Context: an optimization exercise on an open-source flow, tuned for small area, a short achievable clock period and few clock cycles. The choices shown serve that exercise and are no tape-out recipe.
In this exercise RTL edits were held to simulation tests only and were not proved equivalent to the original.

==> design/flow/design.v <==
package imd_pkg;
	localparam int IMD_REG_WIDTH_DEF = 32;	 
	typedef enum logic [3:0] {
		IMD_NOP   = 4'd0,	 
		IMD_MFHI  = 4'd1,	 
		IMD_MFLO  = 4'd2,	 
		IMD_MTHI  = 4'd3,	 
		IMD_MTLO  = 4'd4,	 
		IMD_MULT  = 4'd5,	 
		IMD_MULTU = 4'd6,	 
		IMD_DIV   = 4'd7,	 
		IMD_DIVU  = 4'd8	 
	} imd_op_t;
	typedef enum logic [1:0] {
		SEQ_IDLE = 2'd0,	 
		SEQ_RUN  = 2'd1,	 
		SEQ_DONE = 2'd2		 
	} imd_seq_state_t;
endpackage
`timescale 1ns/1ps
module imd_top #(
	parameter int REG_WIDTH = imd_pkg::IMD_REG_WIDTH_DEF
) (
	input  logic			clk,
	input  logic			nrst,
	input  logic [3:0]		i_imuldiv_op,		 
	input  logic [REG_WIDTH-1:0]	i_rs_val,
	input  logic [REG_WIDTH-1:0]	i_rt_val,
	input  logic			i_mem_stall,
	input  logic			i_fetch_stall,
	input  logic			i_nullify_execute,
	input  logic			i_nullify_mem,
	input  logic			i_nullify_wb,
	output logic			o_exec_stall,		 
	output logic [REG_WIDTH-1:0]	o_rd_val,
	output logic			o_rd_valid
);
	localparam int W = REG_WIDTH;
	localparam int CW = $clog2(W);
	typedef enum logic [2:0] {
		ST_IDLE = 3'd0,
		ST_MUL  = 3'd1,		 
		ST_NORM = 3'd2,		 
		ST_DIV  = 3'd3,		 
		ST_FIX  = 3'd4		 
	} state_t;
	logic		op_mf, op_mfhi, op_mthi, op_mtlo, op_mul, op_div, op_signed;
	logic		core_stall, adv, accept;
	state_t		state;
	logic		fin;		 
	logic		busy;
	assign op_mfhi = (i_imuldiv_op == imd_pkg::IMD_MFHI);
	assign op_mf = op_mfhi || (i_imuldiv_op == imd_pkg::IMD_MFLO);
	assign op_mthi = (i_imuldiv_op == imd_pkg::IMD_MTHI);
	assign op_mtlo = (i_imuldiv_op == imd_pkg::IMD_MTLO);
	assign op_mul = (i_imuldiv_op == imd_pkg::IMD_MULT) || (i_imuldiv_op == imd_pkg::IMD_MULTU);
	assign op_div = (i_imuldiv_op == imd_pkg::IMD_DIV) || (i_imuldiv_op == imd_pkg::IMD_DIVU);
	assign op_signed = (i_imuldiv_op == imd_pkg::IMD_MULT) || (i_imuldiv_op == imd_pkg::IMD_DIV);
	assign busy = (state != ST_IDLE);
	assign o_exec_stall = !i_mem_stall && !i_fetch_stall && op_mf && busy && !fin;
	assign core_stall = i_mem_stall || i_fetch_stall || o_exec_stall;
	assign adv = !core_stall;
	assign accept = adv && !i_nullify_execute;
	logic [W-1:0]	hi, lo;		 
	logic [W-1:0]	d;		 
	logic [W-1:0]	m;		 
	logic [CW-1:0]	cnt;
	logic		sg;		 
	logic		q_neg, r_neg;	 
	logic		mthi_m, mtlo_m, mthi_w, mtlo_w;
	logic		rd_hi;		 
	logic signed [W:0]	m_acc;		 
	logic signed [W:0]	m_cand;
	logic signed [8:0]	m_dig;
	logic signed [W+8:0]	m_sum;
	logic			m_last;
	assign m_last = (cnt == CW'(W / 8 - 1));
	assign m_acc = (cnt == '0) ? '0 : {sg && hi[W-1], hi};
	assign m_cand = {sg && d[W-1], d};
	assign m_dig = {sg && m_last && lo[7], lo[7:0]};
	assign m_sum = m_acc + m_cand * m_dig;
	function automatic logic [CW:0] clz(input logic [W-1:0] v);
		clz = CW'(W);
		for (int i = 0; i < W; i++)
			if (v[i])
				clz = (CW+1)'(W - 1 - i);
	endfunction
	logic [CW:0]	za, zb;
	logic [CW:0]	sh;
	logic		d_zero, q_zero;
	logic [W:0]	trial;
	assign za = clz(hi);
	assign zb = clz(d);
	assign d_zero = (d == '0);
	assign q_zero = (zb < za);		 
	assign sh = zb - za;
	assign trial = {1'b0, hi} - {1'b0, d};
	logic		a_neg, b_neg;
	logic [W-1:0]	a_mag, b_mag;
	assign a_neg = op_signed && i_rs_val[W-1];
	assign b_neg = op_signed && i_rt_val[W-1];
	assign a_mag = a_neg ? -i_rs_val : i_rs_val;
	assign b_mag = b_neg ? -i_rt_val : i_rt_val;
	always_comb
	begin
		case (state)
		ST_MUL:  fin = m_last;
		ST_DIV:  fin = (cnt == '0) && !q_neg && !r_neg;
		ST_FIX:  fin = 1'b1;
		default: fin = 1'b0;
		endcase
	end
	always_ff @(posedge clk or negedge nrst)
	begin
		if (!nrst)
		begin
			state <= ST_IDLE;
			o_rd_valid <= 1'b0;
			mthi_m <= 1'b0;
			mtlo_m <= 1'b0;
			mthi_w <= 1'b0;
			mtlo_w <= 1'b0;
		end
		else
		begin
			if (adv)
			begin
				o_rd_valid <= accept && op_mf;
				mthi_m <= accept && op_mthi;
				mtlo_m <= accept && op_mtlo;
				mthi_w <= mthi_m && !i_nullify_mem;
				mtlo_w <= mtlo_m && !i_nullify_mem;
			end
			if (accept && op_mul)
				state <= ST_MUL;
			else if (accept && op_div)
				state <= ST_NORM;
			else
			begin
				case (state)
				ST_MUL:
					if (m_last)
						state <= ST_IDLE;
				ST_NORM:
					if (d_zero || q_zero)
						state <= (q_neg || r_neg) ? ST_FIX : ST_IDLE;
					else
						state <= ST_DIV;
				ST_DIV:
					if (cnt == '0)
						state <= (q_neg || r_neg) ? ST_FIX : ST_IDLE;
				ST_FIX:
					state <= ST_IDLE;
				default:
					state <= ST_IDLE;
				endcase
			end
		end
	end
	always_ff @(posedge clk)
	begin
		if (accept && op_mf)
			rd_hi <= op_mfhi;
		if (accept && (op_mthi || op_mtlo))
			m <= i_rs_val;
		if (accept && op_mul)
		begin
			d <= i_rs_val;
			sg <= op_signed;
			cnt <= '0;
		end
		else if (accept && op_div)
		begin
			d <= b_mag;
			q_neg <= a_neg ^ b_neg;
			r_neg <= a_neg;
		end
		else if (adv && (mthi_m || mtlo_m))
			d <= m;
		else
		begin
			case (state)
			ST_MUL:
				cnt <= cnt + 1'b1;
			ST_NORM:
			begin
				d <= d << sh;
				cnt <= sh[CW-1:0];
				if (d_zero)
					q_neg <= r_neg;	 
			end
			ST_DIV:
			begin
				d <= d >> 1;
				cnt <= cnt - 1'b1;
			end
			default: ;
			endcase
		end
	end
	always_ff @(posedge clk or negedge nrst)
	begin
		if (!nrst)
		begin
			hi <= '0;
			lo <= '0;
		end
		else if (accept && op_mul)
		begin
			lo <= i_rt_val;
		end
		else if (accept && op_div)
		begin
			hi <= a_mag;
			lo <= '0;
		end
		else if (adv && !i_nullify_wb && (mthi_w || mtlo_w))
		begin
			if (mthi_w)
				hi <= d;
			if (mtlo_w)
				lo <= d;
		end
		else
		begin
			case (state)
			ST_MUL:
			begin
				hi <= m_sum[W+7:8];
				lo <= {m_sum[7:0], lo[W-1:8]};
			end
			ST_NORM:
				if (d_zero)
					lo <= '1;
			ST_DIV:
			begin
				if (!trial[W])
					hi <= trial[W-1:0];
				lo <= {lo[W-2:0], !trial[W]};
			end
			ST_FIX:
			begin
				if (q_neg)
					lo <= -lo;
				if (r_neg)
					hi <= -hi;
			end
			default: ;
			endcase
		end
	end
	assign o_rd_val = rd_hi ? hi : lo;
endmodule
==> design/flow/run.sh <==
#!/bin/bash
# synth_recipe.tcl (not shown) runs the flow's synth.tcl, then flattens the netlist and writes it again
# the make line also repeats each setting of config.mk as NAME=value (left out here)
make -C /OpenROAD-flow-scripts/flow DESIGN_CONFIG=/design/flow/config.mk WORK_HOME=/design/flow/orfs CLKGATE_MAP_FILE= SYNTH_SCRIPT=/design/flow/synth_recipe.tcl finish
==> design/flow/config.mk <==
export PLATFORM = sky130hd
export DESIGN_NAME = imd_top
export DESIGN_NICKNAME = imd_top
export VERILOG_FILES = /design/flow/design.v
export SDC_FILE = /design/flow/constraint.sdc
export NUM_CORES = 4
export LEC_CHECK = 0
export CAP_MARGIN = 20
export CORE_MARGIN = 2
export CORE_UTILIZATION = 40
export SLEW_MARGIN = 20
==> design/flow/constraint.sdc <==
create_clock -name core_clock -period 6.5 [get_ports {clk}]
set_input_delay 1.3000 -clock core_clock [delete_from_list [all_inputs] [get_ports {clk}]]
set_output_delay 1.3000 -clock core_clock [all_outputs]
set_load 0.01 [all_outputs]
==> run notes <==
[metal layers]
layer  share of wire, %  vias up  GRT usage (%)
met5              0.029        -              0
met4                7.7        6          23.25
met3                 11      444          8.670
met2                 43     1720          53.19
met1                 38    13180          44.87
li1                   -    11450              -
[repair_timing]
| item | in CTS | in global routing |
|---|---|---|
| gates cloned | 1 | 0 |
| setup endpoints to repair | 15 | 25 |
| hold endpoints to repair | 0 | 0 |
| resized for setup | 35 | 82 |
| setup buffers | 5 | 14 |
| pin swaps | 28 | 71 |
[metrics by stage]
stage / utilization [%] / setup TNS, ps
after floorplan: - / -43.56
after global placement: 45.85 / -1119
after detailed placement: 45.85 / -1944
after CTS: 47.13 / 0
after global routing: 47.87 / -982.4
final: 47.89 / -0.07594
[synth_stat cells (50+ instances only)]
master / instances
nand2_1: 361
inv_1: 295
fa_1: 269
a21oi_1: 223
o21ai_0: 192
nor2_1: 189
clkbuf_1: 188
ha_1: 137
and2_1: 133
xnor2_1: 87
nor3_1: 84
xor2_1: 76
dfrtp_1: 72
edfxtp_1: 68
nand3_1: 50
[state kept, by name, summed over array words and instances (netlist names)]
| register | flops |
|---|---|
| cnt | 5 |
| state | 3 |
| q_neg | 1 |
| mtlo_m | 1 |
| mtlo_w | 1 |
| lo | 32 |
| rd_hi | 1 |
| d | 32 |
| mthi_m | 1 |
| r_neg | 1 |
| o_rd_valid | 1 |
| m | 32 |
| sg | 1 |
| mthi_w | 1 |
| hi | 32 |
[layout by cell type, fill, tap and decap left out, drive strengths merged, types with 86 or more instances in the layout]
| cell | count |
|---|---|
| nor3 | 86 |
| o21ai | 202 |
| ha | 137 |
| fa | 269 |
| and2 | 134 |
| xnor2 | 87 |
| clkdlybuf4s50 | 107 |
| inv | 306 |
| nand2 | 362 |
| buf | 296 |
| nor2 | 189 |
| a21oi | 224 |
[cell families (layout without fill, tap and decap cells)]
logic type	after synthesis	in the layout	share of synthesized area [%]
compound gates	811	811	19.89
xor+xnor	165	165	5.659
fa+ha+maj	406	406	27.28
buf+inv	549	735	8.144
flops	145	145	15.15
mux	98	98	4.918
other cells	0	5	0
simple gates	1017	1017	18.96
[worst paths after layout]
kind / startpoint / end / slack (ps) / cells past startpoint
min in group asynchronous: nrst / mthi_m / 650 / 1
max in group asynchronous: nrst / lo[6] / 4570 / 2
hold / removal: o_rd_valid / o_rd_valid / 490 / 1
setup / recovery: cnt[4] / hi[11] / -0.08 / 25
setup reg to reg: cnt[4] / hi[11] / -0.08 / 25
hold reg to reg: o_rd_valid / o_rd_valid / 490 / 1
[layout make-up]
type | count | area [sq um]
Fill cell | 6288 | 33530
Multi-Input combinational cell | 2497 | 20500
Sequential cell | 145 | 3945
Timing Repair Buffer | 403 | 3568
Inverter | 300 | 1127
Tap cell | 855 | 1070
Clock buffer | 20 | 467.9
Clock inverter | 12 | 118.9
Antenna cell | 5 | 12.51
==> impl_metrics.csv <==
group,metric,value,unit
worst_setup_path,arrival,6850,ps
logic_synthesis,synthTopCellsByArea,"fa_1 21%, edfxtp_1 7.8%, dfrtp_1 6.9%, ha_1 6.6%, nand2_1 5.2%",
outcome,status,"complete, but fails checks",
floorplanning,row_count,93,
worst_setup_path,critPathRequiredTime,6850,ps
drt,vias,26790,
logic_synthesis,synthArstFlopShare,49.66,%
sta,rsz0062_at_grt,"yes",
place,port_buffers,108,
logic_synthesis,avgSynthCellArea,8.156,sq um
place,dp_slack,-311.1,ps
floorplanning,io_pins,109,
logic_synthesis,ys_seq_elements,145,
floorplanning,die_area,67120,sq um
cells_and_area,drive_above_1_share,14.78,%
sta,whs,487.3,ps
floorplanning,core,64350,sq um
global_routing,grt_pass1_vias,25590,
cells_and_area,fin_nets,3845,
clocking,cts_root_buffer,"clkbuf_16",
logic_synthesis,synthesis.area,26020,sq um
place,dp.final_hpwl,94470,microns
logic_synthesis,netlist-cell-type-count,89,
clocking,postCtsHoldBufs,0,
logic_synthesis,netlist_instances,3191,
global_routing,grt_first_pass_wirelength,173600,microns
drt,routed_wl,120300,microns
worst_setup_path,slowest_delay,520,ps
global_routing,grt_max_degree,77,
clocking,clock_latency,470,ps
place,place.gp.congestion,1.051,
cells_and_area,fin_cells,4237,
logic_synthesis,yosysSeqAreaShare,15.15,%
clocking,path_clk_slew,70,ps
worst_setup_path,crit_slowest_cell,"fa_1",
worst_setup_path,cpMostUsedCell,"fa_1",
logic_synthesis,synth_edf_count,68,
run,maxCapViolations,0,
clocking,htreeDepth,4,
floorplanning,die_x,259.1,microns
sta,fin_crit_sh,100.0,%
sta,setup_slack,-0.07594,ps
cells_and_area,area_growth,18.40,%
sta,finalCriticalPeriod,6500,ps
sta,fin_skew,15.15,ps
drt,avgRoutedWirePerCell,28.39,microns
logic_synthesis,synth_top_area_cell,"fa_1",
logic_synthesis,ys.warnings.count,1,
worst_setup_path,crit_family,"adder cells",
global_routing,overflow,0,
sta,final_max_slew_viol_count,0,
worst_setup_path,cp-end-kind,"register",
worst_setup_path,path_class,"reg2reg",
logic_synthesis,syn_nets,3672,
sta,finalSetupViolCount,1,
place,placed_area,29500,sq um
worst_setup_path,crit_fanout,5,
clocking,cts.sinks,145,
clocking,cts_buffers,17,
drt,dr.pass1.iters,7,
clocking,cts_tree,"done",
drt,avgViaCountPerCell,6.323,
cells_and_area,finalInstanceArea,30810,sq um
worst_setup_path,worst-path-buf-inv,7,
worst_hold_path,hp-class,"reg2reg",
drt,drc,0,
outcome,check.faults,"negative setup slack",
place,dp_cells,4181,
global_routing,grt_antenna_before_repair,12,
global_routing,grt_use_total,35.26,%
worst_setup_path,start_kind,"register",
sta,hold_violations,0,
sta,worstMarginPinSlew,1115,ps
sta,fmax,0.1538,GHz
floorplanning,die_h,259.1,microns
floorplanning,initial_utilization,40.44,%
drt,drt-initial-drc-count,3026,
clocking,clk_path_buf_depth,2,
drt,final_antenna_net_count,0,
sta,relSlewSlack,25.13,%
logic_synthesis,synth_top_area_share,20.69,%
logic_synthesis,synth-main-ff-cell,"dfrtp_1",
Testbench counts, summed over its fixed seeds: cycles 27,327.

[afterwards: timing with drivers on the ports]
The results above use ideal ports. As a check the final layout listed here was re-extracted and re-timed, cells and wires unchanged. Step 1: set_driving_cell puts a clkbuf_16 on clk and a buf_2 on each other input, an assumption about the parent block. Step 2 also shifts input and output timing later by t, the mid clock arrival at the registers, as if the neighbouring blocks saw the same clock. a / b / c = ideal / step 1 / step 2; a / b = the first two.
t, ns: 0.514
setup WS [ns]: 0.000 / 0.000 / 0.000
latest minus earliest clock arrival (ns): 0.015 / 0.015
cell pins on the clock port's net: 1
The setup slack of this run moves by 0.000 ns with the drivers and by 0.000 ns with both steps.
